From an optimization exercise on the open Yosys and OpenROAD flow, aimed at small area; shortcuts taken in it are not production practice. In this exercise RTL edits were held to simulation tests only and were not proved equivalent to the original.

## JK
==> flow/design.v <==
`timescale 1ns/1ps
package ex_pkg;
	typedef logic [32-1:0]     xlen_t;
	typedef logic [5-1:0] rob_idx_t;
	typedef logic [6-1:0]  pr_idx_t;
	typedef enum logic [1:0] {
		UNIT_ALU0 = 2'd0,
		UNIT_ALU1 = 2'd1,
		UNIT_MULT = 2'd2
	} fu_unit_t;
	typedef enum logic [2:0] {
		ALU_ADD  = 3'd0,
		ALU_SUB  = 3'd1,
		ALU_AND  = 3'd2,
		ALU_OR   = 3'd3,
		ALU_XOR  = 3'd4,
		ALU_SLTU = 3'd5
	} alu_op_t;
	typedef enum logic [1:0] {
		MULT_IDLE = 2'd0,
		MULT_RUN  = 2'd1,
		MULT_HOLD = 2'd2
	} mult_state_t;
endpackage
`timescale 1ns/1ps
module exec_alu (
	input  logic [2:0]          op,
	input  ex_pkg::xlen_t       a,
	input  ex_pkg::xlen_t       b,
	output ex_pkg::xlen_t       y
);
	localparam int N = 32;
	logic          inv;
	ex_pkg::xlen_t bi, p, g, sum;
	logic [N:0]    c;
	assign inv = op[0] && !op[1];
	assign bi  = b ^ {N{inv}};
	assign p   = a ^ bi;
	assign g   = a & bi;
	always_comb begin
		logic [N-1:0] gg, pp;
		gg = g;
		pp = p;
		gg[0] = g[0] | (p[0] & inv);
		for (int l = 1; (1 << l) <= N; l++)
			for (int i = (1 << l) - 1; i < N; i += (1 << l)) begin
				gg[i] = gg[i] | (pp[i] & gg[i - (1 << (l-1))]);
				pp[i] = pp[i] & pp[i - (1 << (l-1))];
			end
		for (int l = $clog2(N) - 1; l >= 1; l--)
			for (int i = (1 << l) - 1 + (1 << (l-1)); i < N; i += (1 << l))
				gg[i] = gg[i] | (pp[i] & gg[i - (1 << (l-1))]);
		c = {gg, inv};
	end
	assign sum = p ^ c[N-1:0];
	logic ep, ec, eg, slt;
	assign ec  = !op[2] && !op[1];                  
	assign eg  = op[1];                             
	assign ep  = !(op[1] && !op[0]) && !(op[2] && op[0]);  
	assign slt = op[2] && op[0];
	always_comb begin
		y = ({N{ep}} & p) ^ (({N{ec}} & c[N-1:0]) | ({N{eg}} & g));
		y[0] = slt ? !c[N] : y[0];
	end
endmodule
`timescale 1ns/1ps
module exec_mult (
	input  logic                clock,
	input  logic                reset,
	input  logic [1:0]          hit,         
	input  logic [2*32-1:0] way_a,
	input  logic [2*32-1:0] way_b,
	output logic                busy,
	output logic                res_valid,
	output ex_pkg::xlen_t       res_value
);
	ex_pkg::xlen_t mcand;       
	ex_pkg::xlen_t lo;          
	logic [23:0]   hi;          
	logic [2:0]    cy;          
	logic          bprev;       
	logic [2:0]    run;         
	logic          last;        
	logic [3:0]    neg, one, two;
	ex_pkg::xlen_t row [4];
	ex_pkg::xlen_t nvec;
	always_comb begin
		logic b2, b1, b0;
		for (int j = 0; j < 4; j++) begin
			b2 = lo[2*j+1];
			b1 = lo[2*j];
			b0 = (j == 0) ? bprev : lo[2*j-1];
			neg[j] = b2;
			one[j] = b1 ^ b0;
			two[j] = (b2 & ~b1 & ~b0) | (~b2 & b1 & b0);
		end
		nvec = '0;
		for (int j = 0; j < 4; j++) begin
			row[j] = '0;
			for (int i = 2*j; i < 32; i++)
				row[j][i] = ((one[j] & mcand[i-2*j])
					| (two[j] & ((i > 2*j) ? mcand[i-2*j-1] : 1'b0))) ^ neg[j];
			nvec[2*j] = neg[j];
		end
	end
	function automatic logic [2*32-1:0] csa(input ex_pkg::xlen_t x, y, z);
		ex_pkg::xlen_t s, c;
		s = x ^ y ^ z;
		c = ((x & y) | (x & z) | (y & z)) << 1;
		csa = {c, s};
	endfunction
	ex_pkg::xlen_t s1, c1, s2, c2, s3, c3, s4, c4;
	assign {c1, s1} = csa(row[0], row[1], row[2]);
	assign {c2, s2} = csa(row[3], nvec, {8'b0, hi});
	assign {c3, s3} = csa(s1, c1, s2);
	assign {c4, s4} = csa(s3, c3, c2);
	ex_pkg::xlen_t t;
	logic [3:0]    cout;
	always_comb begin
		logic cc;
		for (int k = 0; k < 4; k++) begin
			cc = (k < 3) ? cy[k] : 1'b0;
			for (int i = 8*k; i < 8*k + 8; i++) begin
				t[i] = s4[i] ^ c4[i] ^ cc;
				cc   = (s4[i] & c4[i]) | (s4[i] & cc) | (c4[i] & cc);
			end
			cout[k] = cc;
		end
	end
	localparam int N = 32;
	logic start;
	assign start = |hit;
	always_ff @(posedge clock) begin
		mcand <= ({N{hit[0]}} & way_a[0 +: N]) | ({N{hit[1]}} & way_a[N +: N])
			| ({N{!start}} & mcand);
		lo    <= ({N{hit[0]}} & way_b[0 +: N]) | ({N{hit[1]}} & way_b[N +: N])
			| ({N{!start}} & {t[7:0], lo[N-1:8]});
	end
	always_ff @(posedge clock) begin
		if (start) begin
			hi    <= '0;
			cy    <= '0;
			bprev <= 1'b0;
		end else begin
			hi    <= t[N-1:8];
			cy    <= cout[2:0];
			bprev <= lo[7];
		end
	end
	always_ff @(posedge clock) begin
		if (reset) begin
			run  <= '0;
			last <= 1'b0;
		end else begin
			run  <= {run[1:0], start};
			last <= run[2];
		end
	end
	assign busy      = |run;
	assign res_valid = last;
	assign res_value = {t[7:0], lo[32-1:8]};
endmodule
`timescale 1ns/1ps
module complete_arbiter (
	input  logic             mult_valid,
	input  logic             alu0_valid,
	input  logic             alu1_valid,
	input  ex_pkg::rob_idx_t mult_rob,
	input  ex_pkg::rob_idx_t alu0_rob,
	input  ex_pkg::rob_idx_t alu1_rob,
	output logic             alu1_grant,
	output logic [1:0]       slot_valid,
	output logic [2:0]       slot0_sel,
	output logic [2:0]       slot1_sel
);
	logic             two;
	logic             swap;
	ex_pkg::rob_idx_t rob_first;
	ex_pkg::rob_idx_t rob_second;
	logic [2:0]       first, second;
	assign alu1_grant = alu1_valid && !(mult_valid && alu0_valid);
	assign first  = mult_valid ? 3'b001 : alu0_valid ? 3'b010 : alu1_valid ? 3'b100 : 3'b000;
	assign second = (mult_valid && alu0_valid) ? 3'b010
		: ((mult_valid ^ alu0_valid) && alu1_valid) ? 3'b100 : 3'b000;
	assign two    = |second;
	assign slot_valid = {two, mult_valid | alu0_valid | alu1_valid};
	assign rob_first  = mult_valid ? mult_rob : alu0_valid ? alu0_rob : alu1_rob;
	assign rob_second = (mult_valid && alu0_valid) ? alu0_rob : alu1_rob;
	assign swap = two && (rob_second < rob_first);
	assign slot0_sel = swap ? second : first;
	assign slot1_sel = swap ? first : second;
endmodule
`timescale 1ns/1ps
module complete_sorter #(
	parameter int W = 5 + 6 + 32
) (
	input  logic         clock,
	input  logic         reset,
	input  logic [W-1:0] mult_res,
	input  logic [W-1:0] alu0_res,
	input  logic [W-1:0] alu1_res,
	input  logic [1:0]   slot_valid,
	input  logic [2:0]   slot0_sel,
	input  logic [2:0]   slot1_sel,
	output logic [1:0]   complete_valid,
	output logic [W-1:0] slot0_q,
	output logic [W-1:0] slot1_q
);
	function automatic logic [W-1:0] pick(input logic [2:0] sel);
		pick = ({W{sel[0]}} & mult_res) | ({W{sel[1]}} & alu0_res) | ({W{sel[2]}} & alu1_res);
	endfunction
	always_ff @(posedge clock) begin
		if (reset)
			complete_valid <= '0;
		else
			complete_valid <= slot_valid;
	end
	always_ff @(posedge clock) begin
		slot0_q <= pick(slot0_sel);
		slot1_q <= pick(slot1_sel);
	end
endmodule
`timescale 1ns/1ps
module ex_stage (
	input  logic                                      clock,
	input  logic                                      reset,
	input  logic [2-1:0]                 issue_valid,
	input  logic [2*2-1:0]               issue_unit,
	input  logic [2*3-1:0]               issue_op,
	input  logic [2*32-1:0]        issue_a,
	input  logic [2*32-1:0]        issue_b,
	input  logic [2*5-1:0]    issue_rob,
	input  logic [2*6-1:0]     issue_pr,
	output logic [2-1:0]              complete_valid,
	output logic [2*5-1:0] complete_rob,
	output logic [2*6-1:0]  complete_pr,
	output logic [2*32-1:0]     complete_value,
	output logic [3-1:0]                    unit_busy
);
	localparam int W = 5 + 6 + 32;
	logic [1:0] hit0, hit1, hitm;
	always_comb begin
		for (int w = 0; w < 2; w++) begin
			hit0[w] = issue_valid[w] && (issue_unit[w*2 +: 2] == ex_pkg::UNIT_ALU0);
			hit1[w] = issue_valid[w] && (issue_unit[w*2 +: 2] == ex_pkg::UNIT_ALU1);
			hitm[w] = issue_valid[w] && (issue_unit[w*2 +: 2] == ex_pkg::UNIT_MULT);
		end
	end
	logic [W-1:0] way_res [2];
	for (genvar w = 0; w < 2; w++) begin : g_way
		ex_pkg::xlen_t y;
		exec_alu alu_i (
			.op(issue_op[w*3 +: 3]),
			.a(issue_a[w*32 +: 32]),
			.b(issue_b[w*32 +: 32]),
			.y(y)
		);
		assign way_res[w] = {issue_rob[w*5 +: 5],
			issue_pr[w*6 +: 6], y};
	end
	logic         alu0_valid, alu1_valid, alu1_grant;
	logic [W-1:0] alu0_res, alu1_res;
	always_ff @(posedge clock) begin
		if (reset)
			alu0_valid <= 1'b0;
		else
			alu0_valid <= |hit0;
	end
	always_ff @(posedge clock)
		alu0_res <= hit0[1] ? way_res[1] : way_res[0];
	always_ff @(posedge clock) begin
		if (reset)
			alu1_valid <= 1'b0;
		else
			alu1_valid <= (|hit1) || (alu1_valid && !alu1_grant);
	end
	always_ff @(posedge clock)
		alu1_res <= ({W{hit1[0]}} & way_res[0]) | ({W{hit1[1]}} & way_res[1])
			| ({W{!(|hit1)}} & alu1_res);
	logic             mult_valid, mult_busy;
	ex_pkg::xlen_t    mult_value;
	ex_pkg::rob_idx_t mult_rob;
	ex_pkg::pr_idx_t  mult_pr;
	exec_mult mult_i (
		.clock(clock), .reset(reset),
		.hit(hitm),
		.way_a(issue_a),
		.way_b(issue_b),
		.busy(mult_busy),
		.res_valid(mult_valid),
		.res_value(mult_value)
	);
	localparam int TW = 5 + 6;
	logic [TW-1:0] mult_tag;
	always_ff @(posedge clock)
		mult_tag <= ({TW{hitm[0]}} & {issue_rob[0 +: 5], issue_pr[0 +: 6]})
			| ({TW{hitm[1]}} & {issue_rob[5 +: 5], issue_pr[6 +: 6]})
			| ({TW{!(|hitm)}} & mult_tag);
	assign {mult_rob, mult_pr} = mult_tag;
	logic [1:0] slot_valid;
	logic [2:0] slot0_sel, slot1_sel;
	complete_arbiter arbiter_i (
		.mult_valid(mult_valid), .alu0_valid(alu0_valid), .alu1_valid(alu1_valid),
		.mult_rob(mult_rob),
		.alu0_rob(alu0_res[W-1 -: 5]),
		.alu1_rob(alu1_res[W-1 -: 5]),
		.alu1_grant(alu1_grant),
		.slot_valid(slot_valid), .slot0_sel(slot0_sel), .slot1_sel(slot1_sel)
	);
	logic [W-1:0] slot0_q, slot1_q;
	complete_sorter #(.W(W)) sorter_i (
		.clock(clock), .reset(reset),
		.mult_res({mult_rob, mult_pr, mult_value}),
		.alu0_res(alu0_res), .alu1_res(alu1_res),
		.slot_valid(slot_valid), .slot0_sel(slot0_sel), .slot1_sel(slot1_sel),
		.complete_valid(complete_valid), .slot0_q(slot0_q), .slot1_q(slot1_q)
	);
	assign {complete_rob[0 +: 5], complete_pr[0 +: 6],
		complete_value[0 +: 32]} = slot0_q;
	assign {complete_rob[5 +: 5], complete_pr[6 +: 6],
		complete_value[32 +: 32]} = slot1_q;
	assign unit_busy[ex_pkg::UNIT_ALU0] = 1'b0;
	assign unit_busy[ex_pkg::UNIT_ALU1] = alu1_valid && !alu1_grant;
	assign unit_busy[ex_pkg::UNIT_MULT] = mult_busy;
endmodule
Settings: LEC_CHECK=0, ABC_AREA=1, CAP_MARGIN=20, CORE_MARGIN=2, CORE_UTILIZATION=60, CTS_BUF_LIST=sky130_fd_sc_hd__clkbuf_4, SLEW_MARGIN=20; clock period 7.0 ns.
standard.sh (not shown) runs the stock make flow with config.mk's settings and CLKGATE_MAP_FILE= SYNTH_SCRIPT=/design/flow/synth_recipe.tcl, a recipe that flattens the netlist after the stock synthesis.
==> flow/flow/run.sh <==
#!/bin/bash
# standard layout, with plain buf_1 cells as the port buffers
set -euo pipefail
export BUFFER_PORTS_ARGS="-buffer_cell sky130_fd_sc_hd__buf_1"
bash standard.sh > standard_make.log 2>&1
JK: no failed stages, no open violations at the end
[inputs] MS vs JK
--- a/flow/design.v
+++ b/flow/design.v
@@ -38,18 +38,21 @@
 	assign p   = a ^ bi;
 	assign g   = a & bi;
+	localparam int H = N / 2;
 	always_comb begin
-		logic [N-1:0] gg, pp;
-		gg = g;
-		pp = p;
-		gg[0] = g[0] | (p[0] & inv);
-		for (int l = 1; (1 << l) <= N; l++)
-			for (int i = (1 << l) - 1; i < N; i += (1 << l)) begin
-				gg[i] = gg[i] | (pp[i] & gg[i - (1 << (l-1))]);
-				pp[i] = pp[i] & pp[i - (1 << (l-1))];
+		logic [H-1:0] tg, tp;
+		c[0] = inv;
+		for (int i = 0; i < H; i++)
+			c[i+1] = g[i] | (p[i] & c[i]);
+		tg = g[H-1:0];
+		tp = p[H-1:0];
+		tg[0] = g[0] | (p[0] & inv);
+		for (int l = 1; (1 << l) <= H; l++)
+			for (int i = (1 << l) - 1; i < H; i += (1 << l)) begin
+				tg[i] = tg[i] | (tp[i] & tg[i - (1 << (l-1))]);
+				tp[i] = tp[i] & tp[i - (1 << (l-1))];
 			end
-		for (int l = $clog2(N) - 1; l >= 1; l--)
-			for (int i = (1 << l) - 1 + (1 << (l-1)); i < N; i += (1 << l))
-				gg[i] = gg[i] | (pp[i] & gg[i - (1 << (l-1))]);
-		c = {gg, inv};
+		c[H] = tg[H-1];
+		for (int i = H; i < N; i++)
+			c[i+1] = g[i] | (p[i] & c[i]);
 	end
 	assign sum = p ^ c[N-1:0];
@@ -131,10 +134,12 @@
 	logic start;
 	assign start = |hit;
+	ex_pkg::xlen_t mcand_n;
 	always_ff @(posedge clock) begin
-		mcand <= ({N{hit[0]}} & way_a[0 +: N]) | ({N{hit[1]}} & way_a[N +: N])
-			| ({N{!start}} & mcand);
+		mcand_n <= ~(({N{hit[0]}} & way_a[0 +: N]) | ({N{hit[1]}} & way_a[N +: N])
+			| ({N{!start}} & mcand));
 		lo    <= ({N{hit[0]}} & way_b[0 +: N]) | ({N{hit[1]}} & way_b[N +: N])
 			| ({N{!start}} & {t[7:0], lo[N-1:8]});
 	end
+	assign mcand = ~mcand_n;
 	always_ff @(posedge clock) begin
 		if (start) begin
@@ -267,6 +272,8 @@
 			alu0_valid <= |hit0;
 	end
+	logic [W-1:0] alu0_res_n, alu1_res_n;
 	always_ff @(posedge clock)
-		alu0_res <= hit0[1] ? way_res[1] : way_res[0];
+		alu0_res_n <= ~(hit0[1] ? way_res[1] : way_res[0]);
+	assign alu0_res = ~alu0_res_n;
 	always_ff @(posedge clock) begin
 		if (reset)
@@ -276,6 +283,7 @@
 	end
 	always_ff @(posedge clock)
-		alu1_res <= ({W{hit1[0]}} & way_res[0]) | ({W{hit1[1]}} & way_res[1])
-			| ({W{!(|hit1)}} & alu1_res);
+		alu1_res_n <= ~(({W{hit1[0]}} & way_res[0]) | ({W{hit1[1]}} & way_res[1])
+			| ({W{!(|hit1)}} & alu1_res));
+	assign alu1_res = ~alu1_res_n;
 	logic             mult_valid, mult_busy;
 	ex_pkg::xlen_t    mult_value;
==> comparison <==
MS: full flow OK, the timing, DRC and antenna checks passed. The run showing the smaller routed wire length is MS. In the flow results for JK and MS, the effective utilization at floorplan is smaller on MS. MS vs. JK: wire length of the first global-routing pass -6.9%; share of the clock period used by the worst path saw little to no change. MS: design area lower than JK. Compared with JK, MS shows count of clock-buffer cells in the layout that has gone up by more than 10%. MS ended with less data arrival time at the worst-slack endpoint than JK.

[what the ideal ports hide]
The flow's constraints put no driver on any port. The routed layouts listed below were extracted and timed again, unchanged, in two steps.
Step 1 sets driving cells, clkbuf_16 on the clock port and buf_2 on the other inputs (assumed; they add their load-dependent delay and slew).
Step 2, shift: input delay + t, output delay - t, t = (earliest + latest rising clock arrival at the registers) / 2. This alone moves slack from input paths to output paths.
Slacks: no drivers / after step 1 / after step 2; pairs: no drivers / after step 1.
run | shift t [ns] | slack for setup (ns) | slew at the worst register clock pin (ns) | cell pins on the clock port's net
JK | 0.837 | 0.306 / 0.306 / 0.306 | 0.09 / 0.09 | 1
MS | 0.799 | 0.315 / 0.315 / 0.315 | 0.08 / 0.08 | 1
After both steps setup and hold are still met in every run listed.
